Source: an optimization exercise on an open RTL-to-GDS flow (aim: small area and a short achievable clock period). Production flows keep margins and buffers that such runs may drop.
RTL that was checked went through simulation tests only; none was proved equivalent to the original.
No functional check of the RTL was part of runs 1 and 2.
Power and IR drop assume default switching activity.

[flow/run.sh]
#!/bin/bash
# synth_recipe.tcl (not shown) runs the flow's synth.tcl, then flattens the netlist and writes it again
# the make line also repeats each setting of config.mk as NAME=value (left out here)
make -C /OpenROAD-flow-scripts/flow DESIGN_CONFIG=/design/flow/config.mk WORK_HOME=/design/flow/orfs CLKGATE_MAP_FILE= SYNTH_SCRIPT=/design/flow/synth_recipe.tcl finish
[flow/config.mk]
export PLATFORM = sky130hd
export DESIGN_NAME = data_mem_lat
export DESIGN_NICKNAME = data_mem_lat
export VERILOG_FILES = /design/flow/design.v
export SDC_FILE = /design/flow/constraint.sdc
export NUM_CORES = 4
export LEC_CHECK = 0
export ABC_AREA = 1
export CAP_MARGIN = 20
export CORE_MARGIN = 2
export CORE_UTILIZATION = 65
export CTS_CLUSTER_DIAMETER = 70
export CTS_CLUSTER_SIZE = 32
export SETUP_SLACK_MARGIN = 4.0
export SLEW_MARGIN = 40
[flow/constraint.sdc]
create_clock -name core_clock -period 7.5 [get_ports {clk}]
set_input_delay 1.5000 -clock core_clock [delete_from_list [all_inputs] [get_ports {clk}]]
set_output_delay 1.5000 -clock core_clock [all_outputs]
set_load 0.01 [all_outputs]
[flow/design.v]
package data_mem_pkg;
  localparam int DEF_DATA_W  = 8;
  localparam int DEF_ADDR_W  = 8;
  localparam int DEF_DEPTH   = 256;
  localparam int DEF_LATENCY = 10;
  localparam int LONG_L  = 10;
  localparam int SHORT_L = 8;
  localparam int LONG_R  = 24;
  localparam int SHORT_R = 2;
  localparam int RINGS   = LONG_R + SHORT_R;
endpackage
module data_mem_array #(
  parameter int W  = 9,
  parameter int LL = 10,
  parameter int LR = 24,
  parameter int SL = 8,
  parameter int SR = 2
) (
  input  logic                 clk,
  input  logic                 clr_i,    
  input  logic [LR+SR-1:0]     we_i,     
  input  logic [W-1:0]         wdata_i,
  output logic [(LR+SR)*W-1:0] taps_o    
);
  for (genvar r = 0; r < LR + SR; r++) begin : g_ring
    localparam int L = (r < LR) ? LL : SL;
    logic [L*W-1:0] st_q;
    logic [W-1:0]   ins;
    assign ins = we_i[r] ? wdata_i : (clr_i ? '0 : st_q[L*W-1 -: W]);
    always_ff @(posedge clk) begin
      st_q <= {st_q[(L-1)*W-1:0], ins};
    end
    assign taps_o[r*W +: W] = st_q[L*W-1 -: W];
  end
endmodule
module data_mem_lat
#(
  parameter int DATA_W  = data_mem_pkg::DEF_DATA_W,
  parameter int ADDR_W  = data_mem_pkg::DEF_ADDR_W,
  parameter int DEPTH   = data_mem_pkg::DEF_DEPTH,
  parameter int LATENCY = data_mem_pkg::DEF_LATENCY
) (
  input  logic              clk,
  input  logic              rst,
  input  logic              read,
  input  logic              write,
  input  logic [ADDR_W-1:0] address,
  input  logic [DATA_W-1:0] write_data,
  input  logic              parity_inj,
  output logic [DATA_W-1:0] read_data,
  output logic              busy_wait,
  output logic              err,
  output logic              parity_err
);
  localparam int LL = data_mem_pkg::LONG_L;
  localparam int SL = data_mem_pkg::SHORT_L;
  localparam int LR = data_mem_pkg::LONG_R;
  localparam int SR = data_mem_pkg::SHORT_R;
  localparam int R  = data_mem_pkg::RINGS;
  localparam int W  = DATA_W + 1;
  localparam int CNT_W = $clog2(LATENCY);
  localparam logic [CNT_W-1:0] CNT_LAST = CNT_W'(LATENCY - 1);
  logic             idle_q, busy_q, done_q;
  logic [CNT_W-1:0] cnt_q;
  logic [3:0]       phl_q;      
  logic [2:0]       phs_q;      
  logic             sweep_q;    
  logic             wr_q;
  logic [4:0]       ring_q;     
  logic             short_q;    
  logic [3:0]       tgt_q;      
  logic [DATA_W-1:0] wd_q;      
  logic             inj_q;      
  logic [DATA_W-1:0] rdata_q;
  logic             perr_q;
  logic             err_q;
  logic             hit_q;      
  logic             req_valid, accept, last;
  logic             busy_d;
  logic [3:0]       phl_d;
  logic [2:0]       phs_d;
  logic [4:0]       ring_a;
  logic             short_a;
  logic [3:0]       tgt_a;
  logic             short_d;
  logic [3:0]       tgt_d;
  logic [R-1:0]     we;
  logic [R*W-1:0]   taps;
  logic [W-1:0]     tap, rword;
  assign req_valid = read ^ write;
  assign accept    = idle_q & req_valid;
  assign busy_wait = busy_q | (idle_q & req_valid & ~rst);
  assign last = busy_q && (cnt_q == CNT_LAST);
  always_ff @(posedge clk or posedge rst) begin
    if (rst) begin
      idle_q <= 1'b1;
      busy_q <= 1'b0;
      done_q <= 1'b0;
      cnt_q  <= '0;
    end else begin
      if (accept) begin
        idle_q <= 1'b0;
        busy_q <= 1'b1;
      end else if (last) begin
        busy_q <= 1'b0;
        done_q <= 1'b1;
      end else if (done_q) begin
        done_q <= 1'b0;
        idle_q <= 1'b1;
      end
      cnt_q <= busy_q ? cnt_q + 1'b1 : '0;
    end
  end
  assign phl_d = (phl_q == 4'(LL - 1)) ? '0 : phl_q + 1'b1;
  assign phs_d = phs_q + 1'b1;
  always_ff @(posedge clk or posedge rst) begin
    if (rst) begin
      phl_q   <= '0;
      phs_q   <= '0;
      sweep_q <= 1'b1;
    end else begin
      phl_q <= phl_d;
      phs_q <= phs_d;
      if (phl_q == 4'(LL - 1)) sweep_q <= 1'b0;
    end
  end
  always_comb begin
    if (address[7:6] != 2'b11) begin
      ring_a  = address[7:3];
      short_a = 1'b0;
      tgt_a   = 4'(LL - 1) - {1'b0, address[2:0]};
    end else if (address[5:4] != 2'b11) begin
      ring_a  = {address[5:3], address[2:1]};
      short_a = 1'b0;
      tgt_a   = address[0] ? 4'd0 : 4'd1;
    end else begin
      ring_a  = 5'(LR) + {4'd0, address[3]};
      short_a = 1'b1;
      tgt_a   = {1'b0, ~address[2:0]};
    end
  end
  assign busy_d  = accept | (busy_q & ~last);
  assign short_d = accept ? short_a : short_q;
  assign tgt_d   = accept ? tgt_a : tgt_q;
  always_ff @(posedge clk or posedge rst) begin
    if (rst) hit_q <= 1'b0;
    else     hit_q <= busy_d && (short_d ? ({1'b0, phs_d} == tgt_d) : (phl_d == tgt_d));
  end
  always_ff @(posedge clk) begin
    if (accept) begin
      wr_q    <= write;
      ring_q  <= ring_a;
      short_q <= short_a;
      tgt_q   <= tgt_a;
      wd_q    <= write_data;
      inj_q   <= parity_inj;
    end else if (hit_q && !wr_q) begin
      {inj_q, wd_q} <= rword;
    end
  end
  always_comb begin
    we = '0;
    we[ring_q] = hit_q & wr_q;
  end
  data_mem_array #(
    .W  (W),
    .LL (LL),
    .LR (LR),
    .SL (SL),
    .SR (SR)
  ) u_array (
    .clk     (clk),
    .clr_i   (sweep_q),
    .we_i    (we),
    .wdata_i ({inj_q, wd_q}),
    .taps_o  (taps)
  );
  assign tap   = taps[ring_q*W +: W];
  assign rword = sweep_q ? '0 : tap;
  always_ff @(posedge clk or posedge rst) begin
    if (rst) begin
      rdata_q <= '0;
      perr_q  <= 1'b0;
      err_q   <= 1'b0;
    end else begin
      if (last && !wr_q) rdata_q <= hit_q ? rword[DATA_W-1:0] : wd_q;
      perr_q <= last && !wr_q && (hit_q ? rword[W-1] : inj_q);
      err_q  <= idle_q && read && write;
    end
  end
  assign read_data  = rdata_q;
  assign err        = err_q;
  assign parity_err = perr_q;
endmodule
==> results of run 1 <==
[routing by layer]
| layer | part of all wire, % | wire length, um | up-vias |
|---|---|---|---|
| met5 | 0 | 0 | - |
| met4 | 2.1 | 1990 | 0 |
| met3 | 4.1 | 3935 | 110 |
| met2 | 44 | 42210 | 440 |
| met1 | 50 | 48110 | 12017 |
| li1 | - | - | 12334 |
[through the flow]
stage | std cells | cell area [um2]
after floorplan | 3970 | 54640
after global placement | 4979 | 55890
after detailed placement | 4980 | 55910
after CTS | 5087 | 58260
after global routing | 5087 | 58290
final | 5087 | 58290
[worst max-delay path: stages]
cell and delay (ns):
buf_6 0.08, inv_2 0.04, nand2_4 0.07, nand3_4 0.07, o21ai_2 0.11, buf_2 0.14
[synth_stat cells (7+ instances only)]
master    instances
dfxtp_1        2309
buf_1            20
nand2_1         667
o21ai_1          96
a21oi_1          21
buf_2            26
inv_2            14
nor2_1           79
buf_6             9
nand3_2          10
o21ai_0          99
nand3_1         305
dfrtp_1          24
inv_1           138
nand2_2          14
ha_1              7
edfxtp_1         15
nor2_2            9
clkbuf_1         66
[final cells by class]
class	instances	area [um2]	share of cell area (%)
inverters	156	603.1	1.035
repair buffers	58	540.5	0.9273
multi-input cells	1339	6166	10.58
well taps	1080	1351	2.318
clock inverters	11	142.6	0.2447
flip-flops and latches	2350	47330	81.20
clock buffers	93	2157	3.701
[cells by family (layout without fill, tap and decap cells)]
logic type / after synthesis / in the layout / share of synthesized area [%]
and+or+nand+nor: 1107 / 1107 / 8.897
adders and majority gates: 7 / 7 / 0.1603
AOI/OAI and AO/OA: 219 / 219 / 2.018
DFF: 2350 / 2350 / 86.63
xor gates and xnor gates: 6 / 6 / 0.1443
buffers and inverters: 281 / 318 / 2.151
[flip-flops by register name, summed over array words and instances, names as in the netlist, 3 cells and up]
| name | count |
|---|---|
| tgt_q | 4 |
| u_array.g_ring.st_q | 2304 |
| phl_q | 4 |
| cnt_q | 4 |
| wd_q | 8 |
| ring_q | 5 |
| rdata_q | 8 |
| phs_q | 3 |
[path summary, 6_finish.rpt]
path,slack (ns),endpoint,cells after the start
setup reg to reg,4.19,wd_q[4],12
setup / recovery,3.99,busy_wait,6
max in group asynchronous,6.18,perr_q,2
min in group asynchronous,0.94,phl_q[1],2
hold reg to reg,0.31,u_array.g_ring[14].st_q[76],0
hold / removal,0.31,u_array.g_ring[14].st_q[76],0
[power by group through the flow]
stage / Sequential, mW / Clock, mW / Combinational, mW
6_report: 12.9 / 5.56 / 0.799
5_1_grt: 12.9 / 6.12 / 0.853
4_1_cts: 12.9 / 5.68 / 0.802
3_5_place_dp: 13.2 / 0 / 0.793
3_3_place_gp: 13.1 / 0 / 0.781
2_1_floorplan: 13.1 / 0 / 0.419
[what timing repair did]
| action | 4_1_cts | 5_1_grt |
|---|---|---|
| endpoints found under the setup margin | 88 | 3 |
| cloned | 0 | 0 |
| pin swaps | 4 | 3 |
| resized for setup | 11 | 16 |
| setup buffers | 3 | 0 |
==> run notes, run 1 <==
* Status: complete, no violations
* Pre-CTS WS at 2.830 ns
* Seq/Total Area, Yosys at between 80% and 90%
* Vias per cell at around 4.9
* Biggest area consumer among synthesized cells: dfxtp_1
* CTS buffer count at 84
* Final Setup Violations at 0
* Peak supply drop at 224.1 uV
* Routing usage on met1 at between 30% and 40%
* CTS Hold Buffers Added at 0
* YS warnings at 2
* DRC errors left at 0
* Post-DP HPWL at between 50 and 60 mm
* Htree depth at 3
* Fin Setup TNS at 0 ns
* LEAKAGE at between 20 and 25 nW
* Syn-to-layout area delta at 6.692%
* Start point of the worst hold path: u_array.g_ring[14].st_q[67]
* Sequential share of power at between 60% and 70%
* Total Power at a little under 20 mW
* Clock Tree Buf Depth at 3
* Gr usage total at between 20% and 30%
* Grt met3 use at under 10%
* IO Pins at 32
* Final worst path period share at 46.80%
* Pwr/cell area at approximately 330 nW/um2
* CTS Root Cell: clkbuf_16
* Max Cap Viol at 0
* HP Class: flip-flop to flip-flop
* Worst Hold Slack at around 0.31 ns
* Combinational Power Share at between 4 and 5%
* Slew headroom at ~44%
* Clk pwr share at between 20% and 30%
* Post-synth EDFFs at 15
* CTS tree: built
* Die extent in y at ~290 um
* Placer Congestion at between 0.8 and 0.9
* Share of post-route cells with drive strength above 1 at 5.266%
* Setup Skew at approximately 0.03 ns
* Number of detailed-route iterations in the first pass at 5
* Num Clock Sinks at around 2400
* Pin count of the biggest net entering global routing at just under 90
* Yosys reg bits at about 2400
* Critical path origin: read
* Initial antenna violation count at 0
* FILL cells at approximately 5800
* Sw Share at 21.45%
* Crit Path Class: primary input to primary output
* Post-layout min period at about 3.5 ns
* IO Port Bufs at 31
* Cells after synthesis at just under 4000
* RR Startpoint: ring_q[1]
* CP arrival at roughly 2 ns
* Drt total wl at 96.25 mm
* Fmax at ~0.28 GHz
* Total core area at between 80000 and 90000 um2
* Total gr overflow at 0
* Final Max Slew Viols at 0
* Drt wl/cell at ~19 um
* DIE WIDTH at 293.9 um
* Most frequent cells in the layout: 2309 x dfxtp_1, 665 x nand2_1, 304 x nand3_1
* Yosys top cell area share at 84.61%
* Worst-Skew Late Latency at approximately 0.67 ns
* Met2 GRT Util at around 34%
* Synthesized Nets at ~4000
* Syn avg cell area at approximately 14 um2
* FFs w/ async S/R, synth at under 10%
* Final setup margin at approximately 4 ns
* Largest cells by area after synthesis: dfxtp_1 85%, nand2_1 4.6%, nand3_1 2.8%
* Starting density of the core at between 60% and 70%
* GR peak layer: met2
* Setup crit start kind: primary input
* Worst-margin pin slew at around 0.84 ns
* ANT cells at 0
* Syn Std Cell Area at 54630 um2
* CP required at ~6 ns
* Synth Flop Type: dfxtp_1
* CP Capture Type: primary output
* Vias in the first global route at ~25000
* Cell variety after synth at 38
* Sw Pwr at between 4 and 5 mW
* Die area at ~86000 um2
* Routed vias at 24901
* Fin nets at approximately 4000
* Finished Core Util at 69.87%
* RSZ-0062 raised after global routing: yes
* Antenna-violating nets left at 0
* Final Hold Vio Count at 0
* Internal power at approximately 15 mW
* 1st-iter DRT viols at between 1500 and 2000
* First-pass GRT wire length at 144.6 mm
* Most common cell after layout, fill and taps aside: dfxtp_1
* Core Rows at roughly 110
* Clk slew on worst S/H paths at around 0.11 ns
* CP Max Fanout at 2
==> inputs of run 2 (changes only) <==
==> flow/flow/run.sh (new file) <==
#!/bin/bash
# Layout flow: the standard layout (standard.sh), except that ABC maps
# the combinational logic for area (flow/abc_area_map.script) instead of
# ORFS's speed-oriented mapping. Synthesis is otherwise the standard one
# (flow/synth_area.tcl is synth_recipe.tcl with an abc wrapper), so the
# registers, their names and cell types are unchanged.
set -euo pipefail
here=$(pwd)
export FLOW_ABC_SCRIPT="$here/flow/abc_area_map.script"
bash standard.sh SYNTH_SCRIPT="$here/flow/synth_area.tcl" finish > "$here/run_standard.log" 2>&1
==> flow/flow/abc_area_map.script (new file) <==
strash
dch -f
map -a
topo
stime -c
==> flow/flow/synth_area.tcl (new file) <==
# Standard synthesis (synth_recipe.tcl), with ABC's technology mapping done
# for area: the abc command is given abc_area_map.script instead.
proc synth {args} { yosys synth -nofsm -noshare {*}$args }
proc abc {args} {
  set i [lsearch -exact $args -script]
  if {$i >= 0} { lset args [expr {$i + 1}] $::env(FLOW_ABC_SCRIPT) }
  yosys abc {*}$args
}
source $::env(SCRIPTS_DIR)/synth.tcl
# left out here: clear keep_hierarchy, flatten, clean up, hide names made inside functions, write 1_2_yosys.v
==> flow/standard.sh (new file) <==
#!/bin/bash
# synth_recipe.tcl (not shown) runs the flow's synth.tcl, then flattens the netlist and writes it again
# the make line also repeats each setting of config.mk as NAME=value (left out here)
make -C /OpenROAD-flow-scripts/flow DESIGN_CONFIG=/design/flow/config.mk WORK_HOME=/design/flow/orfs CLKGATE_MAP_FILE= SYNTH_SCRIPT=/design/flow/synth_recipe.tcl "${@:-finish}"
removed: flow/run.sh
==> run 2 against run 1 <==
Against the previous run: fmax fell by 6.5%; count of clock-buffer cells in the layout rose by 3; core utilization rose by 1.4 points; still clean on timing, DRC and antenna; area after synthesis fell by 3.7%; sequential share of layout area rose by 1.5 points; final cell count fell by 8.9%; via count fell by 5.5%; clock power fell by 0.7%; total power rose by 2.2%.
==> run notes, run 2 <==
* Post-Synth Simple-Gate Area at around 4.3%
* CP arrival at about 2.3 ns
* Sw Pwr at between 4 and 5 mW
* Cell variety after synth at 27
* CTS buffer count at 83
* Most frequent cells in the layout: 2309 x dfxtp_1, 342 x o21ai_0, 250 x nand3_1
* Synth Flop Type: dfxtp_1
* CP max-delay cell: buf_2
* Clk pwr share at about 28%
* DRC errors left at 0
* HP Class: flip-flop to flip-flop
* IO Pins at 32
* CP Capture Type: primary output
* Clock Tree Buf Depth at 3
* Drt wl/cell at ~19 um
* Total Power at between 15 and 20 mW
* IO Port Bufs at 31
* YS warnings at 2
* Critical path origin: write
* Post-synthesis mux area share at less than 1%
* Pre-CTS WS at approximately 2.4 ns
* Crit Path Class: primary input to primary output
* Initial antenna violation count at 1
* Final worst path period share at between 50% and 60%
* Yosys reg bits at between 2000 and 2500
* Largest family of logic cells by synthesized area: compound AO/OA/AOI/OAI gates
* Placed insts at between 4000 and 5000
* Pin count of the biggest net entering global routing at 117
* Total core area at around 80000 um2
* Final setup margin at about 3.7 ns
* Internal power at between 15 and 20 mW
* Pwr/cell area at roughly 340 nW/um2
* Setup Skew at 0.01564 ns
* Core Rows at 104
* Synthesized Nets at approximately 3400
* RR Startpoint: ring_q[1]
* Die extent in y at 288.4 um
* Crit-path cells: buf_8, nand2_8, nand2_4, nor2_4, buf_12, clkinv_8, o21ai_2, buf_2
* Cells after synthesis at approximately 3400
* Largest cells by area after synthesis: dfxtp_1 88%, o21ai_0 3.4%, nand3_1 2.6%
* CP required at approximately 6.0 ns
* Slowest stage delay, CP at ~0.14 ns
* RSZ-0062 raised after global routing: yes
* Synth Area in Compound Gates at between 5 and 6%
* Placer Congestion at 0.7730
* Setup crit end: busy_wait
* Top Registers: u_array.g_ring.st_q: 2304 flops, rdata_q: 8 flops, wd_q: 8 flops
* Adder-cell area share of the yosys netlist at less than 1%
* Drt total wl at between 80 and 90 mm
* 1st-iter DRT viols at roughly 1600
* Syn avg cell area at roughly 15 um2
* Total gr overflow at 0
* Seq/Total Area, Yosys at 89.99%
* Final Max Slew Viols at 0
* Worst-Skew Late Latency at between 0.6 and 0.7 ns
* Vias in the first global route at approximately 23000
* Peak supply drop at around 240 uV
* Reg area at ~47000 um2
* Antenna-violating nets left at 0
* R2r setup slk at 3.99 ns
* Largest register FFs at between 2000 and 2500
* Share of post-route cells with drive strength above 1 at under 10%
* Yosys top cell area share at between 80% and 90%
* Reg2reg path depth at 13
* Sequential share of power at roughly two thirds
* LEAKAGE at ~22 nW
* CP Max Fanout at 3
* DIE WIDTH at between 200 and 300 um
* Clk slew on worst S/H paths at around 0.11 ns
* Number of detailed-route iterations in the first pass at 5
* Post-synth EDFFs at 15
* Gr usage total at a little over a fifth
* FFs w/ async S/R, synth at 1.106%
* Max Cap Viol at 0
* Most common cell after layout, fill and taps aside: dfxtp_1
* Reg2reg end: u_array.g_ring[4].st_q[3]
* Sw Share at around 22%
* Routed vias at 23528
* Fin nets at between 3000 and 4000
* FILL cells at 5217
* Fin Setup TNS at 0 ns
* Combinational Power Share at under 10%
* Most common cell in the netlist: dfxtp_1
* Post-synthesis xor/xnor area fraction at less than 1%
* Fmax at 0.2665 GHz
* Syn-to-layout area delta at 8.841%
* First-pass GRT wire length at around 140 mm
* Die area at approximately 83000 um2
* Status: complete, no violations
* Post-Layout Cell Count at roughly 4600
* CTS tree: built
* Slew headroom at 43.66%
* Post-DP HPWL at between 50 and 60 mm
* Vias per cell at 5.078
* Area of the multi-input gates at about 5500 um2
* Num Clock Sinks at around 2400
* Commonest cells post-synth: 2309 x dfxtp_1, 361 x o21ai_0, 268 x nand3_1, 137 x nor2_1, 90 x nand2_1
* Most flops, register: u_array.g_ring.st_q
* Syn Std Cell Area at between 50000 and 60000 um2
* Htree depth at 3
* Final Hold Vio Count at 0
* Starting density of the core at 65.50%
* Setup crit start kind: primary input
* Post-layout min period at about 3.8 ns
* Worst-margin pin slew at 0.8414 ns
* Biggest area consumer among synthesized cells: dfxtp_1
* Final Setup Violations at 0
* CTS Root Cell: clkbuf_16
==> run 2: cell types whose count changed after synthesis, moves of 58 or more <==
cell / change
clkbuf_1: -66
inv_1: -138
nand2_1: -577
nor2_1: +58
o21ai_0: +262
o21ai_1: -96
==> run 2: critical path, delay by kind of cell <==
kind	cells	cell delay (ns)
and+or+nand+nor	3	0.23
buffers and inverters	4	0.43
AOI/OAI and AO/OA	1	0.09
==> run 2: area by class of cell <==
type | count | area share [%]
multi-input combinational | 1010 | 9.524
antenna | 1 | 0.004372
sequential | 2350 | 82.68
inverter | 44 | 0.3476
clock inverter | 3 | 0.09618
clock buffer | 96 | 3.862
timing repair buffer | 69 | 1.165
tap | 1060 | 2.317
==> run 2: worst min path at each step <==
stage                                     start                           to  slack, ns  cells after the start
global placement     u_array.g_ring[2].st_q[45]   u_array.g_ring[2].st_q[54]       0.31                      0
floorplan             u_array.g_ring[0].st_q[1]   u_array.g_ring[0].st_q[10]       0.31                      0
finish              u_array.g_ring[23].st_q[13]  u_array.g_ring[23].st_q[22]       0.32                      0
CTS                 u_array.g_ring[19].st_q[73]  u_array.g_ring[19].st_q[82]       0.33                      0
global route        u_array.g_ring[21].st_q[20]  u_array.g_ring[21].st_q[29]       0.33                      0
detailed placement  u_array.g_ring[21].st_q[41]  u_array.g_ring[21].st_q[50]       0.31                      0
==> run 2: logic make-up after synthesis <==
group                      Yosys count
xor gates and xnor gates             5
AOI/OAI and AO/OA                  487
muxes                                9
adders and majority gates            7
DFF                               2350
buffers and inverters               44
and+or+nand+nor                    502
==> run 2: metal layers <==
metal | GRT usage, % | vias up | part of all wire (%)
met5 | 0 | - | 0
met4 | 6.451 | 0 | 2.5
met3 | 2.733 | 131 | 3.7
met2 | 33.14 | 437 | 44
met1 | 32.53 | 11502 | 50
li1 | - | 11458 | -
==> run 2: power groups by stage <==
stage | Clock (mW) | Sequential, mW | Combinational [mW]
final | 5.52 | 12.9 | 1.22
after global routing | 6.04 | 13.0 | 1.31
after CTS | 5.63 | 12.9 | 1.19
after detailed placement | 0 | 13.2 | 1.11
after global placement | 0 | 13.2 | 1.08
after floorplan | 0 | 13.2 | 0.516
==> run 2: timing repair <==
item,CTS,global route
resized for setup,50,17
cloned,1,0
pin swaps,2,6
endpoints found under the setup margin,232,177
hold buffers,0,0
buffers inserted,7,7
==> run 2: stage by stage <==
step / utilization (%) / hold WS (ns) / area (um2)
CTS: 71.13 / 0.3294 / 57110
global route: 71.29 / 0.3257 / 57240
global placement: 67.92 / 0.3096 / 54530
floorplan: - / 0.3096 / 52690
finish: 71.29 / 0.3226 / 57240
detailed placement: 67.98 / 0.3121 / 54580
==> inputs of run 3 (changes only) <==
--- a/flow/design.v
+++ b/flow/design.v
@@ -86,3 +86,3 @@
   logic [3:0]       tgt_d;
-  logic [R-1:0]     we;
+  logic [R-1:0]     rsel, we;
   logic [R*W-1:0]   taps;
@@ -142,4 +142,4 @@
   assign busy_d  = accept | (busy_q & ~last);
-  assign short_d = accept ? short_a : short_q;
-  assign tgt_d   = accept ? tgt_a : tgt_q;
+  assign short_d = idle_q ? short_a : short_q;
+  assign tgt_d   = idle_q ? tgt_a : tgt_q;
   always_ff @(posedge clk or posedge rst) begin
@@ -149,3 +149,3 @@
   always_ff @(posedge clk) begin
-    if (accept) begin
+    if (idle_q) begin
       wr_q    <= write;
@@ -161,5 +161,5 @@
   always_comb begin
-    we = '0;
-    we[ring_q] = hit_q & wr_q;
+    for (int r = 0; r < R; r++) rsel[r] = (ring_q == 5'(r));
   end
+  assign we = rsel & {R{hit_q & wr_q}};
   data_mem_array #(
@@ -177,3 +177,6 @@
   );
-  assign tap   = taps[ring_q*W +: W];
+  always_comb begin
+    tap = '0;
+    for (int r = 0; r < R; r++) tap |= taps[r*W +: W] & {W{rsel[r]}};
+  end
   assign rword = sweep_q ? '0 : tap;
==> run 3 against run 2 <==
Against the previous run: via count decreased by 3.1%; setup slack got worse by 0.025 ns; cell area decreased by 1.2%; fmax decreased by 0.67%; synthesized cell count decreased by 3.5%; hold slack about the same; register-to-register slack got worse by 0.16 ns; sequential share of layout area increased by 1.0 points; die area decreased by 1.0%; critical path type unchanged; critical endpoint unchanged; largest cell class unchanged; highest routed layer unchanged.
==> run notes, run 3 <==
* Yosys reg bits at between 2000 and 2500
* Placer Congestion at approximately 0.83
* Yosys top cell area share at between 80% and 90%
* Syn avg cell area at 15.84 um2
* CP arrival at between 2 and 2.5 ns
* Synth Flop Type: dfxtp_1
* RSZ-0062 raised after global routing: yes
* Initial antenna violation count at 2
* Pre-CTS WS at between 2 and 3 ns
* Htree depth at 3
* Clk slew on worst S/H paths at between 0.1 and 0.15 ns
* Number of detailed-route iterations in the first pass at 6
* Vias per cell at around 5
* Slew headroom at a little over two fifths
* HP Class: flip-flop to flip-flop
* Fmax at 0.2647 GHz
* Pwr/cell area at 335.7 nW/um2
* Final worst path period share at a little over 50%
* Largest register FFs at about 2300
* DRC errors left at 0
* Drt wl/cell at 19.80 um
* Total gr overflow at 0
* Most common cell in the netlist: dfxtp_1
* Core Rows at 103
* Syn-to-layout area delta at 8.695%
* YS warnings at 2
* Post-layout min period at about 3.8 ns
* Post-DP HPWL at around 54 mm
* Cell variety after synth at 25
* Die area at about 80000 um2
* Die extent in y at roughly 290 um
* Fin Setup TNS at 0 ns
* Num Clock Sinks at between 2000 and 2500
* Gr usage total at 21.63%
* LEAKAGE at approximately 22 nW
* Worst-Skew Late Latency at roughly 0.68 ns
* Final setup margin at around 3.7 ns
* Fin nets at 3454
* Synthesized Nets at approximately 3300
* CP Capture Type: primary output
* Antenna-violating nets left at 0
* Most flops, register: u_array.g_ring.st_q
* Worst-margin pin slew at ~0.87 ns
* Drt total wl at between 80 and 90 mm
* CP required at about 6 ns
* Setup Skew at ~0.026 ns
* Largest cells by area after synthesis: dfxtp_1 89%, o21ai_0 2.6%, nand3_1 2.5%
* IO Pins at 32
* First-pass GRT wire length at ~130 mm
* Total core area at roughly 79000 um2
* Status: complete, no violations
* Seq/Total Area, Yosys at 90.95%
* Post-synth EDFFs at 15
* Total Power at approximately 19 mW
* CTS Root Cell: clkbuf_16
* Crit Path Class: primary input to primary output
* CTS buffer count at between 80 and 90
* Clock Tree Buf Depth at 3
* Peak supply drop at 236.4 uV
* CTS tree: built
* Most common cell after layout, fill and taps aside: dfxtp_1
* FILL cells at approximately 5200
* Top Registers: u_array.g_ring.st_q: 2304 flops, rdata_q: 8 flops, wd_q: 8 flops
* Starting density of the core at around two thirds
* Pin count of the biggest net entering global routing at approximately 130
* DIE WIDTH at approximately 290 um
* IO Port Bufs at 31
* Syn Std Cell Area at between 50000 and 60000 um2
* CP Max Fanout at 3
* FFs w/ async S/R, synth at under 10%
* Final Hold Vio Count at 0
* Routed vias at roughly 23000
* Max Cap Viol at 0
* 1st-iter DRT viols at between 1500 and 2000
* Cells after synthesis at between 3000 and 4000
* Biggest area consumer among synthesized cells: dfxtp_1
* Vias in the first global route at between 20000 and 25000
* Final Max Slew Viols at 0
* Commonest cells post-synth: 2309 x dfxtp_1, 266 x o21ai_0, 259 x nand3_1, 145 x nand2_1, 60 x nor2_1
* Most frequent cells in the layout: 2309 x dfxtp_1, 257 x o21ai_0, 248 x nand3_1
* Final Setup Violations at 0
* Setup crit start kind: primary input
* Share of post-route cells with drive strength above 1 at 6.161%
run 3: cell count changes in the layout (fill, tap and decap cells not counted), sizes merged, moves of 10 or more:
cell / previous run / this run
a21oi: 52 / 37
a221oi: 8 / 39
a22oi: 1 / 31
buf: 40 / 30
nand2: 90 / 145
nand4: 0 / 16
nor2: 137 / 60
o211ai: 14 / 1
o21ai: 361 / 266
o221ai: 20 / 0
o22ai: 26 / 1
run 3: area by class of cell:
| cell class | count | area [um2] | share of cell area [%] |
|---|---|---|---|
| Multi-Input combinational cell | 880 | 4907 | 8.676 |
| Antenna cell | 1 | 2.502 | 0.004424 |
| Tap cell | 1050 | 1314 | 2.323 |
| Timing Repair Buffer | 58 | 534.3 | 0.9446 |
| Clock inverter | 5 | 62.56 | 0.1106 |
| Clock buffer | 92 | 2153 | 3.807 |
| Sequential cell | 2350 | 47330 | 83.68 |
| Inverter | 56 | 255.2 | 0.4513 |
run 3: worst max-delay path: stages:
cell	delay, ns
buf_8	0.09
o21ai_4	0.06
a21oi_4	0.25
clkinv_4	0.12
o21ai_2	0.11
buf_2	0.14
run 3: repair_timing:
| action | 4_1_cts | 5_1_grt |
|---|---|---|
| hold buffers | 0 | 0 |
| buffers inserted | 13 | 5 |
| gates resized for setup | 93 | 9 |
| endpoints found under the setup margin | 12 | 14 |
| pin swaps | 45 | 30 |
run 3: cells by family (layout without fill, tap and decap cells):
family                   after synthesis  after routing  share of synthesized area, %
other                                  0              1                             0
multiplexers                           1              1                       0.01924
AND/OR/NAND/NOR                      486            486                         4.232
buffers and inverters                 56            211                        0.4039
AO/OA/AOI/OAI                        386            386                         4.246
XOR/XNOR                               3              3                       0.05050
flip-flops                          2350           2350                         90.95
adder cells (fa/ha/maj)                4              4                       0.09618
run 3: final timing paths:
path | from | endpoint | slack, ns | cells after the start
worst max-delay path | read | busy_wait | 3.72 | 6
worst min-delay path | u_array.g_ring[22].st_q[12] | u_array.g_ring[22].st_q[21] | 0.32 | 0
worst max register to register | ring_q[0] | wd_q[1] | 3.83 | 19
worst min register to register | u_array.g_ring[22].st_q[12] | u_array.g_ring[22].st_q[21] | 0.32 | 0
max in group asynchronous | rst | idle_q | 5.93 | 2
min in group asynchronous | rst | phs_q[2] | 1.20 | 2
run 3: power breakdown:
part,internal (mW),switching [mW]
clock,2.11,3.36
sequential,12.8,0.133
combinational,0.151,0.448
total,15.1,3.94
run 3: stage by stage:
step | util (%) | cells | hold WS [ns] | instance area, um2
floorplan | - | 3286 | 0.3096 | 52050
global placement | 67.93 | 4376 | 0.3096 | 53750
detailed placement | 67.97 | 4376 | 0.3121 | 53780
CTS | 71.39 | 4486 | 0.3219 | 56490
global route | 71.48 | 4491 | 0.3255 | 56560
finish | 71.48 | 4492 | 0.3229 | 56560
run 3: per-layer routing:
| metal | up-vias | global-route usage [%] | part of all wire (%) |
|---|---|---|---|
| li1 | 11012 | - | - |
| met1 | 11182 | 33.63 | 51 |
| met2 | 460 | 31.70 | 42 |
| met3 | 147 | 2.992 | 3.9 |
| met4 | 0 | 6.680 | 2.9 |
| met5 | - | 0 | 0 |
==> inputs of run 4 (changes only) <==
==> flow/run.sh (new file) <==
#!/bin/bash
# synth_recipe.tcl (not shown) runs the flow's synth.tcl, then flattens the netlist and writes it again
# the make line also repeats each setting of config.mk as NAME=value (left out here)
make -C /OpenROAD-flow-scripts/flow DESIGN_CONFIG=/design/flow/config.mk WORK_HOME=/design/flow/orfs CLKGATE_MAP_FILE= SYNTH_SCRIPT=/design/flow/synth_recipe.tcl finish
--- a/flow/config.mk
+++ b/flow/config.mk
@@ -10,3 +10,3 @@
 export CORE_MARGIN = 2
-export CORE_UTILIZATION = 65
+export CORE_UTILIZATION = 75
 export CTS_CLUSTER_DIAMETER = 70
removed: flow/flow/run.sh
removed: flow/flow/abc_area_map.script
removed: flow/flow/synth_area.tcl
removed: flow/standard.sh
==> run 4 against run 3 <==
Against the previous run: critical endpoint unchanged; final cell count is 3.1% higher; global-route usage is 5.6 points higher; combinational power is 15% higher; flip-flop and latch count stayed put; largest power group unchanged; count of clock-buffer cells in the layout is 3 higher; cell area is 0.39% higher.
==> run notes, run 4 <==
* Most common cell in the netlist: dfxtp_1
* CTS tree: built
* Sw Share at between 20% and 30%
* Yosys top cell area share at between 80% and 90%
* Commonest cells post-synth: 2309 x dfxtp_1, 349 x nand2_1, 322 x nand3_1, 251 x o21ai_0, 102 x nor2_1
* Status: complete, no violations
* Syn avg cell area at around 15 um2
* Reg2reg path depth at 12
* Cell variety after synth at 29
* Clk pwr share at 28.7%
* FFs w/ async S/R, synth at under 10%
* CP Capture Type: primary output
* Htree depth at 3
* Share of post-route cells with drive strength above 1 at 4.198%
* RR Startpoint: ring_q[1]
* Synthesized Nets at about 3700
* Starting density of the core at between 70% and 80%
* Drt wl/cell at 21.48 um
* Worst-Skew Late Latency at 0.67 ns
* Post-Layout Cell Count at between 4000 and 5000
* Fin nets at between 3000 and 4000
* Vias per cell at ~5.3
* Yosys reg bits at around 2400
* Pre-CTS WS at ~2.6 ns
* Syn Std Cell Area at around 53000 um2
* Synth Flop Type: dfxtp_1
* Worst-margin pin slew at roughly 0.89 ns
* Routed vias at about 25000
* Crit-path cells: buf_6, nand2_4, nand2_4, nor2_4, nand2_1, nand2_1, buf_2
* Final worst path period share at approximately 48%
* YS warnings at 2
* Setup crit start kind: primary input
* CP arrival at just over 2 ns
* HP Class: flip-flop to flip-flop
* FILL cells at 3785
* Clock Tree Buf Depth at 3
* Max Cap Viol at 0
* LEAKAGE at 22.66 nW
* Most flops, register: u_array.g_ring.st_q
* CP Max Fanout at 2
* Syn-to-layout area delta at 6.606%
* Combinational Power Share at about 3.6%
* Initial antenna violation count at 1
* CTS Root Cell: clkbuf_16
* Final Setup Violations at 0
* Seq/Total Area, Yosys at between 80 and 90%
* Reg2reg end: inj_q
* CP max-delay cell: buf_2
* Most frequent cells in the layout: 2309 x dfxtp_1, 347 x nand2_1, 322 x nand3_1
* Setup crit end: busy_wait
* Total gr overflow at 0
* Largest cells by area after synthesis: dfxtp_1 87%, nand3_1 3.0%, nand2_1 2.5%
* Internal power at 15.01 mW
* IO Port Bufs at 31
* Total Power at approximately 19 mW
* Die area at 73160 um2
* DIE WIDTH at around 270 um
* Top Registers: u_array.g_ring.st_q: 2304 flops, rdata_q: 8 flops, wd_q: 8 flops
* Clk slew on worst S/H paths at approximately 0.11 ns
* Post-layout min period at 3.573 ns
* Gr usage total at between 20% and 30%
* Final Hold Vio Count at 0
* Final setup margin at between 3 and 4 ns
* Core Rows at 97
* Cells after synthesis at around 3600
* Sequential share of power at around two thirds
* Total core area at 70150 um2
* Die extent in y at approximately 270 um
* Fmax at ~0.28 GHz
* CTS buffer count at between 80 and 90
* RSZ-0062 raised after global routing: yes
* Placer Congestion at between 0.8 and 0.9
* Drt total wl at 99.50 mm
* R2r setup slk at approximately 4.4 ns
* Sw Pwr at 4.105 mW
* Vias in the first global route at approximately 24000
* Slew headroom at roughly two fifths
* Worst Hold Slack at approximately 0.32 ns
* Pin count of the biggest net entering global routing at 176
* Peak supply drop at ~280 uV
* Final Max Slew Viols at 0
* Largest register FFs at approximately 2300
* Placed insts at approximately 4500
* Post-DP HPWL at between 50 and 60 mm
* CP required at roughly 6 ns
* Buffer and inverter count on the worst path at 2
* Post-synth EDFFs at 15
* Biggest area consumer among synthesized cells: dfxtp_1
* Slowest stage delay, CP at between 0.1 and 0.15 ns
* Critical path origin: read
* CP top delay family: simple AND/OR/NAND/NOR gates
* Antenna-violating nets left at 0
* DRC errors left at 0
* Number of detailed-route iterations in the first pass at 6
* Fin Setup TNS at 0 ns
* Worst path depth at 7
* Pwr/cell area at ~340 nW/um2
* Most common cell after layout, fill and taps aside: dfxtp_1
* Num Clock Sinks at roughly 2400
* First-pass GRT wire length at approximately 150 mm
* Setup Skew at 0.02117 ns
* Crit Path Class: primary input to primary output
* IO Pins at 32
* 1st-iter DRT viols at around 2300
run 4: cell count changes in the layout (fill, tap and decap cells not counted), sizes merged, moves of 8 or more:
cell    before  now
a21oi       37   16
clkinv      46    4
nand4       16   58
a32o         8    0
buf         30   21
nand3      259  322
a221oi      39    0
inv         14   54
nor2        60  118
o21ai      266  256
a22oi       31    0
nand2      145  353
run 4: worst min-delay path by stage:
stage	start	cells after the start	to	slack [ns]
floorplan	u_array.g_ring[0].st_q[1]	0	u_array.g_ring[0].st_q[10]	0.31
global placement	u_array.g_ring[10].st_q[19]	0	u_array.g_ring[10].st_q[28]	0.31
detailed placement	u_array.g_ring[16].st_q[17]	0	u_array.g_ring[16].st_q[26]	0.31
CTS	u_array.g_ring[14].st_q[55]	0	u_array.g_ring[14].st_q[64]	0.33
global route	u_array.g_ring[24].st_q[61]	0	u_array.g_ring[24].st_q[70]	0.33
finish	u_array.g_ring[7].st_q[50]	0	u_array.g_ring[7].st_q[59]	0.32
run 4: what timing repair did:
action,in CTS,in global routing
gates resized for setup,28,0
pin swaps,3,2
hold buffers,0,0
buffers inserted,5,1
setup endpoints to repair,1,1
gates cloned,1,0
run 4: per-layer routing:
metal	track usage [%]	vias to the layer above	share of wire (%)
li1	-	11678	-
met1	40.38	12023	46
met2	42.05	762	45
met3	4.358	175	5.7
met4	7.953	2	2.8
met5	0	-	0.011
run 4: cells by family (layout without fill, tap and decap cells):
family / Yosys count / count (layout) / synth area share [%]
buf+inv: 159 / 203 / 1.186
fa+ha+maj: 4 / 4 / 0.09397
xor+xnor: 6 / 6 / 0.09868
simple gates: 852 / 852 / 7.139
compound gates: 277 / 277 / 2.622
flops: 2350 / 2350 / 88.86
other cells: 0 / 1 / 0
run 4: area by class of cell:
type / count / area [um2] / area share (%)
Timing Repair inverter: 1 / 5.005 / 0.008814
Clock buffer: 95 / 2165 / 3.812
Inverter: 54 / 234.0 / 0.4121
Sequential cell: 2350 / 47330 / 83.36
Multi-Input combinational cell: 1139 / 5356 / 9.434
Antenna cell: 1 / 2.502 / 0.004407
Tap cell: 940 / 1176 / 2.071
Timing Repair Buffer: 48 / 466.7 / 0.8219
Clock inverter: 5 / 42.54 / 0.07492
run 4: power groups by stage:
stage	clock network [mW]	registers, mW	logic [mW]
6_report	5.48	12.9	0.688
4_1_cts	5.53	12.9	0.664
2_1_floorplan	0	13.1	0.309
3_5_place_dp	0	13.2	0.645
3_3_place_gp	0	13.2	0.621
5_1_grt	5.94	13.0	0.707
run 4: metrics by stage:
step	area (um2)	util, %
finish	56780	80.94
global route	56780	80.94
CTS	56740	80.89
detailed placement	54470	77.64
global placement	54430	77.59
floorplan	53260	-
==> inputs of run 5 (changes only) <==
--- a/flow/config.mk
+++ b/flow/config.mk
@@ -10,3 +10,3 @@
 export CORE_MARGIN = 2
-export CORE_UTILIZATION = 75
+export CORE_UTILIZATION = 65
 export CTS_CLUSTER_DIAMETER = 70
==> run 5 against run 4 <==
Against the previous run: total power is 0.21% lower; hold slack worse by 0.012 ns; flip-flop and latch count stayed put; sequential share of layout area is 0.22 points lower; global-route usage is 4.2 points lower; count of clock-buffer cells in the layout is 3 lower; critical path depth stayed put; via count is 1.7% lower; register-to-register slack worse by 0.30 ns; final cell count is 2.6% higher; largest cell class unchanged.
==> run notes, run 5 <==
* Largest register FFs at 2304
* Final Setup Violations at 0
* CP Capture Type: primary output
* Max Cap Viol at 0
* YS warnings at 2
* Drt total wl at 96.90 mm
* Clock Tree Buf Depth at 3
* Pin count of the biggest net entering global routing at about 160
* Pwr/cell area at around 340 nW/um2
* Synth Flop Type: dfxtp_1
* Cell variety after synth at 29
* Synthesized Nets at 3673
* DRC errors left at 0
* Drt wl/cell at 20.39 um
* Fin nets at 3702
* Setup crit start kind: primary input
* CTS tree: built
* Most common cell in the netlist: dfxtp_1
* Antenna-violating nets left at 0
* Post-DP HPWL at ~58 mm
* FFs w/ async S/R, synth at about 1.1%
* Number of detailed-route iterations in the first pass at 6
* Fin Setup TNS at 0 ns
* Worst-Skew Late Latency at about 0.68 ns
* LEAKAGE at between 20 and 25 nW
* Clk slew on worst S/H paths at between 0.1 and 0.15 ns
* Vias per cell at roughly 5.1
* Cells after synthesis at approximately 3600
* Core Rows at between 100 and 150
* Reg area at ~47000 um2
* Most frequent cells in the layout: 2309 x dfxtp_1, 347 x nand2_1, 321 x nand3_1
* Fmax at around 0.28 GHz
* Placement Cell Area at 54650 um2
* Worst-margin pin slew at 0.8781 ns
* Gr usage total at a little under a quarter
* Post-synth EDFFs at 15
* Syn Std Cell Area at roughly 53000 um2
* CP Max Fanout at 2
* CP required at about 6.0 ns
* Total gr overflow at 0
* Peak supply drop at roughly 270 uV
* IO Port Bufs at 31
* Slowest stage delay, CP at roughly 0.12 ns
* Most common cell after layout, fill and taps aside: dfxtp_1
* 1st-iter DRT viols at ~2100
* Final worst path period share at between 40% and 50%
* Largest cells by area after synthesis: dfxtp_1 87%, nand3_1 3.0%, nand2_1 2.5%
* Syn-to-layout area delta at 6.883%
* DIE WIDTH at 290.3 um
* Final Max Slew Viols at 0
* Area of the multi-input gates at approximately 5400 um2
* Slew headroom at between 40 and 50%
* Commonest cells post-synth: 2309 x dfxtp_1, 349 x nand2_1, 322 x nand3_1, 251 x o21ai_0, 102 x nor2_1
* Num Clock Sinks at around 2400
* Total core area at about 81000 um2
* Starting density of the core at 65.91%
* IO Pins at 32
* CP arrival at a little over 2 ns
* Seq/Total Area, Yosys at approximately nine tenths
* Yosys reg bits at 2350
* CTS buffer count at just over 80
* HP Class: flip-flop to flip-flop
* Status: complete, no violations
* CP max-delay cell: buf_2
* Placer Congestion at around 0.87
* Crit Path Class: primary input to primary output
* Final Hold Vio Count at 0
* Biggest area consumer among synthesized cells: dfxtp_1
* Routed vias at roughly 24000
* Die extent in y at a little under 300 um
* CP top delay family: simple AND/OR/NAND/NOR gates
* RSZ-0062 raised after global routing: yes
* Syn avg cell area at roughly 15 um2
* Setup Skew at ~0.038 ns
* First-pass GRT wire length at around 140 mm
* CTS Hold Buffers Added at 0
* Vias in the first global route at between 20000 and 25000
* Crit-path cells: buf_6, nand2_4, nand2_4, nor2_4, nand2_1, nand2_1, buf_2
* Total Power at 19.07 mW
* Post-layout min period at ~3.5 ns
* Buffer and inverter count on the worst path at 2
* Final instance area at roughly 57000 um2
* FILL cells at between 5000 and 6000
* Yosys top cell area share at approximately 87%
* Most flops, register: u_array.g_ring.st_q
* Initial antenna violation count at 4
* Top Registers: u_array.g_ring.st_q: 2304 flops, rdata_q: 8 flops, wd_q: 8 flops
* R2r setup slk at slightly above 4 ns
* CTS Root Cell: clkbuf_16
* Die area at about 84000 um2
* Htree depth at 3
* Share of post-route cells with drive strength above 1 at 4.230%
-- run 5: changes by cell type in the layout (fill, tap and decap cells not counted), sizes merged --
cell and change:
clkinv -1, clkbuf -3, diode +4
-- run 5: routing by layer --
layer,track usage (%),wire length (um),up-vias
met5,0,0,-
met4,8.041,2991,0
met3,4.283,6248,170
met2,33.74,40880,701
met1,34.68,46770,11671
li1,-,-,11674
-- run 5: final cells by class --
class	instances	area share, %
Tap cell	1060	2.330
Clock inverter	4	0.07473
Clock buffer	92	3.783
Multi-Input combinational cell	1139	9.414
Timing Repair inverter	1	0.008792
Inverter	54	0.4286
Timing Repair Buffer	48	0.7956
Antenna cell	5	0.02198
Sequential cell	2350	83.14
-- run 5: metrics by stage --
step                std cells  hold WS (ns)  util [%]  setup WS [ns]
floorplan                3648        0.3096         -          3.885
global placement         4646        0.3096     67.55          2.705
detailed placement       4648        0.3121     67.63          2.673
CTS                      4747        0.3092     70.41          3.926
global route             4748        0.3169     70.43          3.909
finish                   4753        0.3110     70.45          3.953
-- run 5: where the power goes --
group / internal (mW) / switching [mW]
Sequential: 12.8 / 0.147
Combinational: 0.146 / 0.568
Clock: 2.08 / 3.35
Total: 15.0 / 4.07
-- run 5: cell families (layout without fill, tap and decap cells) --
| logic type | count (synthesis) | after routing | share of synthesized area [%] |
|---|---|---|---|
| adder cells (fa/ha/maj) | 4 | 4 | 0.09397 |
| AO/OA/AOI/OAI | 277 | 277 | 2.622 |
| buffers and inverters | 159 | 199 | 1.186 |
| flip-flops | 2350 | 2350 | 88.86 |
| XOR/XNOR | 6 | 6 | 0.09868 |
| other | 0 | 5 | 0 |
| AND/OR/NAND/NOR | 852 | 852 | 7.139 |
-- run 5: worst paths after layout --
kind                                              from                          end  cells past startpoint
min in group asynchronous                          rst                   rdata_q[1]                      3
setup / recovery                                  read                    busy_wait                      7
hold reg to reg            u_array.g_ring[23].st_q[49]  u_array.g_ring[23].st_q[58]                      0
hold / removal             u_array.g_ring[23].st_q[49]  u_array.g_ring[23].st_q[58]                      0
max in group asynchronous                          rst                       idle_q                      2
setup reg to reg                             ring_q[4]                      wd_q[0]                     11
-- run 5: repair_timing --
action / 4_1_cts / 5_1_grt
gates cloned: 1 / 0
gates resized for setup: 28 / 3
endpoints found under the setup margin: 1 / 15
pin swaps: 3 / 2
setup buffers: 2 / 1
-- run 5: worst reg2reg max path: stages, from the launching register on --
cell	delay, ns
edfxtp_1	0.37
buf_4	0.29
inv_2	0.40
buf_4	0.46
nand3_1	0.49
nor2_4	0.40
nand2_1	0.09
nand4_1	0.26
nor2_1	0.11
nand2_1	0.08
nand2_1	0.12
o21ai_1	0.21
==> inputs of run 6 (changes only) <==
--- a/flow/config.mk
+++ b/flow/config.mk
@@ -13,3 +13,3 @@
 export CTS_CLUSTER_SIZE = 32
-export SETUP_SLACK_MARGIN = 4.0
+export SETUP_SLACK_MARGIN = 3.6
 export SLEW_MARGIN = 40
==> run 6 against run 5 <==
Against the previous run: via count hardly changed; core utilization grew 0.071 points; largest cell class unchanged; global-route usage barely moved.
==> run notes, run 6 <==
* Cell repeated most along the worst path: nand2_1
* CP max-delay cell: dlygate4sd2_1
* Buffer and inverter count on the worst path at 2
* Total gr overflow at 0
* Htree depth at 3
* Status: complete, no violations
* Placer Congestion at between 0.8 and 0.9
* Biggest area consumer among synthesized cells: dfxtp_1
* CP top delay family: simple AND/OR/NAND/NOR gates
* Final setup margin at 3.701 ns
* Internal power at 15.05 mW
* Initial antenna violation count at 1
* Most flops, register: u_array.g_ring.st_q
* Final Setup Violations at 0
* Crit Path Class: primary input to primary output
* CP arrival at approximately 2.3 ns
* CTS tree: built
* Starting density of the core at 65.91%
* Most common cell in the netlist: dfxtp_1
* Syn Std Cell Area at ~53000 um2
* Share of post-route cells with drive strength above 1 at a little over 4%
* Final Hold Vio Count at 0
* Post-synth EDFFs at 15
* Yosys reg bits at around 2400
* Total core area at around 80000 um2
* Crit-path cells: dlygate4sd2_1, nand2_1, nand2_2, nor2_4, nand2_1, nand2_1, buf_2
* Seq/Total Area, Yosys at around nine tenths
* First-pass GRT wire length at between 100 and 150 mm
* Post-DP HPWL at between 50 and 60 mm
* Sw Share at 21.35%
* Fin Setup TNS at 0 ns
* Critical path origin: write
* LEAKAGE at 22.70 nW
* 1st-iter DRT viols at a little under 2000
* Synth Flop Type: dfxtp_1
* Combinational Power Share at between 3 and 4%
* Worst Hold Slack at 0.3206 ns
* Final worst path period share at about half
* CTS buffer count at 83
* Yosys top cell area share at just under 90%
* Adder-cell area share of the yosys netlist at less than 1%
* Post-Synth Simple-Gate Area at 7.139%
* Post-synthesis xor/xnor area fraction at less than 1%
* Clk slew on worst S/H paths at 0.11 ns
* Largest family of logic cells by synthesized area: simple AND/OR/NAND/NOR gates
* IO Pins at 32
* Largest register FFs at roughly 2300
* Slew headroom at between 40% and 50%
* Peak supply drop at 287.5 uV
* Max Cap Viol at 0
* HP Class: flip-flop to flip-flop
* Vias per cell at about 5
* Worst-Skew Late Latency at 0.69 ns
* Synthesized Nets at 3673
* CP Capture Type: primary output
* YS warnings at 2
* Synth Area in Compound Gates at under 10%
* Fmax at about 0.26 GHz
* Commonest cells post-synth: 2309 x dfxtp_1, 349 x nand2_1, 322 x nand3_1, 251 x o21ai_0, 102 x nor2_1
* Top Registers: u_array.g_ring.st_q: 2304 flops, rdata_q: 8 flops, wd_q: 8 flops
* Pin count of the biggest net entering global routing at approximately 140
* Pwr/cell area at 335.7 nW/um2
* Clk pwr share at between 20% and 30%
* FFs w/ async S/R, synth at under 10%
* Slowest stage delay, CP at approximately 0.26 ns
* DRC errors left at 0
* Antenna-violating nets left at 0
* RR Startpoint: ring_q[3]
* Syn avg cell area at 14.60 um2
* Pre-CTS WS at roughly 2.9 ns
* Die extent in y at approximately 290 um
* Post-layout min period at around 3.8 ns
* Largest cells by area after synthesis: dfxtp_1 87%, nand3_1 3.0%, nand2_1 2.5%
* Final Max Slew Viols at 0
* Core Rows at roughly 100
* Clock Tree Buf Depth at 3
* CP Max Fanout at 3
* Start point of the worst hold path: u_array.g_ring[5].st_q[58]
* Number of detailed-route iterations in the first pass at 8
* Total Power at about 19 mW
* DIE WIDTH at approximately 290 um
* Syn-to-layout area delta at 6.991%
* Most frequent cells in the layout: 2309 x dfxtp_1, 348 x nand2_1, 322 x nand3_1
* Drt total wl at just under 100 mm
* Num Clock Sinks at about 2400
* Finished Core Util at 70.52%
* ANT cells at 0
* CP required at roughly 6.0 ns
* Fin nets at between 3000 and 4000
* Sw Pwr at 4.084 mW
* Setup crit start kind: primary input
* Gr usage total at roughly 23%
* CTS Hold Buffers Added at 0
* Routed vias at around 24000
* FILL cells at approximately 5500
* Most common cell after layout, fill and taps aside: dfxtp_1
* Drt wl/cell at 20.48 um
* Vias in the first global route at between 20000 and 25000
* IO Port Bufs at 31
* Cells after synthesis at about 3600
* Reg area at 47330 um2
* Die area at approximately 84000 um2
* Sequential share of power at 67.5%
* RSZ-0062 raised after global routing: no
* Setup Skew at 0.02785 ns
* Cell variety after synth at 29
* Area of the multi-input gates at 5331 um2
* Worst-margin pin slew at 0.8863 ns
* CTS Root Cell: clkbuf_16
* Post-synthesis mux area share at 0%
==> run 6: cell counts after synthesis <==
Identical to the previous run, type by type.
==> run 6: repair_timing <==
item	4_1_cts	5_1_grt
resized for setup	13	1
setup endpoints to repair	1	1
pin swaps	2	0
cloned	1	0
buffers inserted	4	0
==> run 6: cell type report <==
type                       count  area share (%)
sequential                  2350           83.05
multi-input combinational   1139           9.356
clock buffer                  94           3.867
tap                         1060           2.327
timing repair buffer          49          0.8387
inverter                      54          0.4260
clock inverter                 6          0.1317
==> run 6: cell families (layout without fill, tap and decap cells) <==
group,Yosys count,in the layout
AND/OR/NAND/NOR,852,852
flip-flops,2350,2350
buffers and inverters,159,203
AO/OA/AOI/OAI,277,277
adder cells (fa/ha/maj),4,4
XOR/XNOR,6,6
==> run 6: worst paths after layout <==
kind | depth (start not counted) | endpoint | slack, ns
worst max-delay path | 7 | busy_wait | 3.70
worst min-delay path | 0 | u_array.g_ring[5].st_q[67] | 0.32
worst max register to register | 12 | inj_q | 4.24
worst min register to register | 0 | u_array.g_ring[5].st_q[67] | 0.32
max in group asynchronous | 4 | idle_q | 6.21
min in group asynchronous | 4 | rdata_q[1] | 1.02
==> run 6: per-layer routing <==
layer	routed length, um	up-vias	GRT usage, %
met5	0	-	0
met4	2649	0	6.631
met3	5464	156	3.877
met2	42190	570	34.45
met1	47040	11820	34.81
li1	-	11666	-
==> run 6: power by group through the flow <==
stage          Combinational (mW)  Sequential, mW  Clock, mW
5_1_grt                     0.726            13.0       6.07
6_report                    0.698            12.9       5.51
2_1_floorplan               0.309            13.1          0
3_5_place_dp                0.681            13.2          0
3_3_place_gp                0.662            13.2          0
4_1_cts                     0.691            12.9       5.64
==> run 6: through the flow <==
stage               cell area, um2  cells
global placement             54590   4647
detailed placement           54630   4647
global route                 56980   4752
CTS                          56980   4752
floorplan                    53260   3648
finish                       56980   4752
==> inputs of run 7 (changes only) <==
--- a/flow/config.mk
+++ b/flow/config.mk
@@ -13,3 +13,3 @@
 export CTS_CLUSTER_SIZE = 32
-export SETUP_SLACK_MARGIN = 3.6
+export SETUP_SLACK_MARGIN = 4.5
 export SLEW_MARGIN = 40
==> run 7 against run 6 <==
Against the previous run: still clean; clock skew rose by 0.0083 ns; hold slack got worse by 0.016 ns; wire length fell by 0.49%; synthesized cell count did not move; register-to-register slack improved by 0.33 ns; sequential share of layout area barely moved; cell area barely moved; count of clock-buffer cells in the layout fell by 2; first-iteration DRC count rose by 6.6%; combinational power rose by 1%; core utilization barely moved; global-route usage barely moved.
==> run notes, run 7 <==
* Status: complete, no violations
* Total gr overflow at 0
* Placed insts at about 4600
* Share of post-route cells with drive strength above 1 at under 10%
* Die area at around 84000 um2
* Most common cell after layout, fill and taps aside: dfxtp_1
* Antenna-violating nets left at 0
* Crit Path Class: primary input to primary output
* Max Cap Viol at 0
* Final Max Slew Viols at 0
* Num Clock Sinks at approximately 2400
* Slowest stage delay, CP at 0.12 ns
* Reg area at about 47000 um2
* Yosys reg bits at between 2000 and 2500
* Largest register FFs at 2304
* 1st-iter DRT viols at 2078
* Commonest cells post-synth: 2309 x dfxtp_1, 349 x nand2_1, 322 x nand3_1, 251 x o21ai_0, 102 x nor2_1
* Largest cells by area after synthesis: dfxtp_1 87%, nand3_1 3.0%, nand2_1 2.5%
* Synthesized Nets at 3673
* Area of the multi-input gates at about 5400 um2
* Most frequent cells in the layout: 2309 x dfxtp_1, 343 x nand2_1, 320 x nand3_1
* Routed vias at between 20000 and 25000
* Post-Synth Simple-Gate Area at 7.139%
* Final setup margin at approximately 4.0 ns
* IO Port Bufs at 31
* Pwr/cell area at 334.5 nW/um2
* Clk pwr share at approximately 28%
* CTS buffer count at 83
* DRC errors left at 0
* RR Startpoint: ring_q[4]
* Cell variety after synth at 29
* Core Rows at around 100
* Synth Area in Compound Gates at under 10%
* Slew headroom at a little over two fifths
* Drt wl/cell at a little over 20 um
* Total core area at 80810 um2
* Largest family of logic cells by synthesized area: simple AND/OR/NAND/NOR gates
* Initial antenna violation count at 4
* CP arrival at ~2.1 ns
* FILL cells at 5472
* FFs w/ async S/R, synth at 1.106%
* Most common cell in the netlist: dfxtp_1
* R2r setup slk at 4.57 ns
* Combinational Power Share at under 10%
* Htree depth at 3
* Pre-CTS WS at 2.673 ns
* Peak supply drop at about 270 uV
* Post-layout min period at about 3.5 ns
* Number of detailed-route iterations in the first pass at 6
* LEAKAGE at ~23 nW
* Seq/Total Area, Yosys at about nine tenths
* Gr usage total at a little under a quarter
* Final instance area at approximately 57000 um2
* Top Registers: u_array.g_ring.st_q: 2304 flops, rdata_q: 8 flops, wd_q: 8 flops
* Die extent in y at a little under 300 um
* Biggest area consumer among synthesized cells: dfxtp_1
* Vias in the first global route at 23517
* Pin count of the biggest net entering global routing at between 150 and 200
* Synth Flop Type: dfxtp_1
* CP Max Fanout at 2
* Placer Congestion at 0.8679
* Vias per cell at around 5
* Crit-path cells: buf_6, nand2_4, nand2_4, nor2_4, nand2_1, nand2_1, buf_2
* Starting density of the core at between 60% and 70%
* Fmax at around 0.28 GHz
* Total Power at 19.07 mW
* Final worst path period share at a little under half
* Syn avg cell area at between 10 and 15 um2
* CP required at about 6 ns
* Post-synthesis mux area share at 0%
* Start point of the worst hold path: u_array.g_ring[23].st_q[52]
* Setup Skew at 0.03610 ns
* Final Setup Violations at 0
* Fin nets at ~3700
* Sw Pwr at between 4 and 5 mW
* Syn-to-layout area delta at 7.008%
* Post-Layout Cell Count at between 4000 and 5000
* CP max-delay cell: buf_2
* Setup crit start kind: primary input
* Critical path origin: read
* Placement Cell Area at 54650 um2
* Fin Setup TNS at 0 ns
* CP Capture Type: primary output
* Yosys top cell area share at about 87%
* HP Class: flip-flop to flip-flop
* CTS Hold Buffers Added at 0
* Drt total wl at just under 100 mm
* IO Pins at 32
* YS warnings at 2
* Post-synthesis xor/xnor area fraction at less than 1%
* Sequential share of power at around two thirds
* Syn Std Cell Area at about 53000 um2
* CTS Root Cell: clkbuf_16
* Post-DP HPWL at just under 60 mm
* Clk slew on worst S/H paths at 0.12 ns
* Final Hold Vio Count at 0
* Worst-margin pin slew at about 0.84 ns
* Sw Share at 21.36%
* Cells after synthesis at about 3600
* Most flops, register: u_array.g_ring.st_q
* Internal power at 14.99 mW
* RSZ-0062 raised after global routing: yes
* DIE WIDTH at 290.3 um
* Post-synth EDFFs at 15
* Clock Tree Buf Depth at 3
* CTS tree: built
* First-pass GRT wire length at around 140 mm
* Adder-cell area share of the yosys netlist at less than 1%
* Worst-Skew Late Latency at 0.68 ns
## run 7: final timing paths
check,end,cells after the start
max reg2reg,wd_q[1],13
max in group asynchronous,cnt_q[0],2
min,u_array.g_ring[23].st_q[61],0
min in group asynchronous,rdata_q[1],3
max,busy_wait,7
min reg2reg,u_array.g_ring[23].st_q[61],0
## run 7: power by group through the flow
stage          combinational, mW  clock [mW]  sequential, mW
2_1_floorplan              0.309           0            13.1
3_3_place_gp               0.671           0            13.2
3_5_place_dp               0.692           0            13.2
4_1_cts                    0.690        5.57            12.9
5_1_grt                    0.734        5.99            13.0
6_report                   0.707        5.43            12.9
## run 7: through the flow
| stage | hold WS [ns] | utilization, % |
|---|---|---|
| after detailed placement | 0.3121 | 67.63 |
| after floorplan | 0.3096 | - |
| after global placement | 0.3096 | 67.55 |
| final | 0.3051 | 70.53 |
| after CTS | 0.3092 | 70.45 |
| after global routing | 0.3169 | 70.52 |
## run 7: kinds of logic after synthesis
kind of cell	after synthesis
DFF	2350
and+or+nand+nor	852
AOI/OAI and AO/OA	277
buffers and inverters	159
xor gates and xnor gates	6
adders and majority gates	4
## run 7: metal layers
metal	GRT usage, %	wire (um)
met3	4.436	6371
met5	0	0
met4	7.711	2864
met1	34.58	46510
met2	33.85	41110
## run 7: what timing repair did
item,CTS,global route
setup buffers,2,2
gates cloned,1,0
hold endpoints to repair,0,0
pin swaps,3,3
resized for setup,54,12
endpoints found under the setup margin,108,39
## run 7: layout make-up
| type | instances | area share (%) |
|---|---|---|
| Tap cell | 1060 | 2.327 |
| Inverter | 54 | 0.4369 |
| Timing Repair inverter | 1 | 0.008781 |
| Sequential cell | 2350 | 83.06 |
| Multi-Input combinational cell | 1139 | 9.504 |
| Antenna cell | 2 | 0.008781 |
| Clock buffer | 92 | 3.778 |
| Timing Repair Buffer | 49 | 0.8057 |
| Clock inverter | 4 | 0.07464 |
## run 7: critical path: cells and delay by family
kind          cells  cell delay [ns]
buf+inv           2             0.22
simple gates      5             0.33

## static timing again, ports no longer ideal
In the flow no input, the clock included, has a driving cell. The finished layouts below were timed again as built, in two steps. Step 1, drivers: a clkbuf_16 drives clk and a buf_2 each remaining input, both assumed. Step 2 moves the port delays by t, midway between the first and last clock arrival at a register: inputs arrive t later, outputs are due t later. That takes back most of the time a late clock gives input paths. Three values: ideal, step 1, step 2; two values: the first two.
| run | t, ns | slack for setup (ns) | latest minus earliest clock arrival (ns) |
|---|---|---|---|
| run 1 | 0.726 | 3.990 / 3.950 / 3.950 | 0.038 / 0.039 |
| run 2 | 0.725 | 3.747 / 3.710 / 3.636 | 0.020 / 0.020 |
| run 3 | 0.729 | 3.722 / 3.671 / 3.449 | 0.028 / 0.028 |
| run 4 | 0.726 | 3.927 / 3.895 / 3.828 | 0.026 / 0.027 |
| run 5 | 0.730 | 3.953 / 3.918 / 3.918 | 0.042 / 0.041 |
| run 6 | 0.740 | 3.701 / 3.683 / 3.683 | 0.032 / 0.032 |
| run 7 | 0.732 | 3.951 / 3.916 / 3.916 | 0.040 / 0.040 |
After both steps setup and hold are still met in every run listed. For run 3, which loses most, drivers alone change the setup slack by -0.051 ns; drivers and shift together by -0.273 ns.
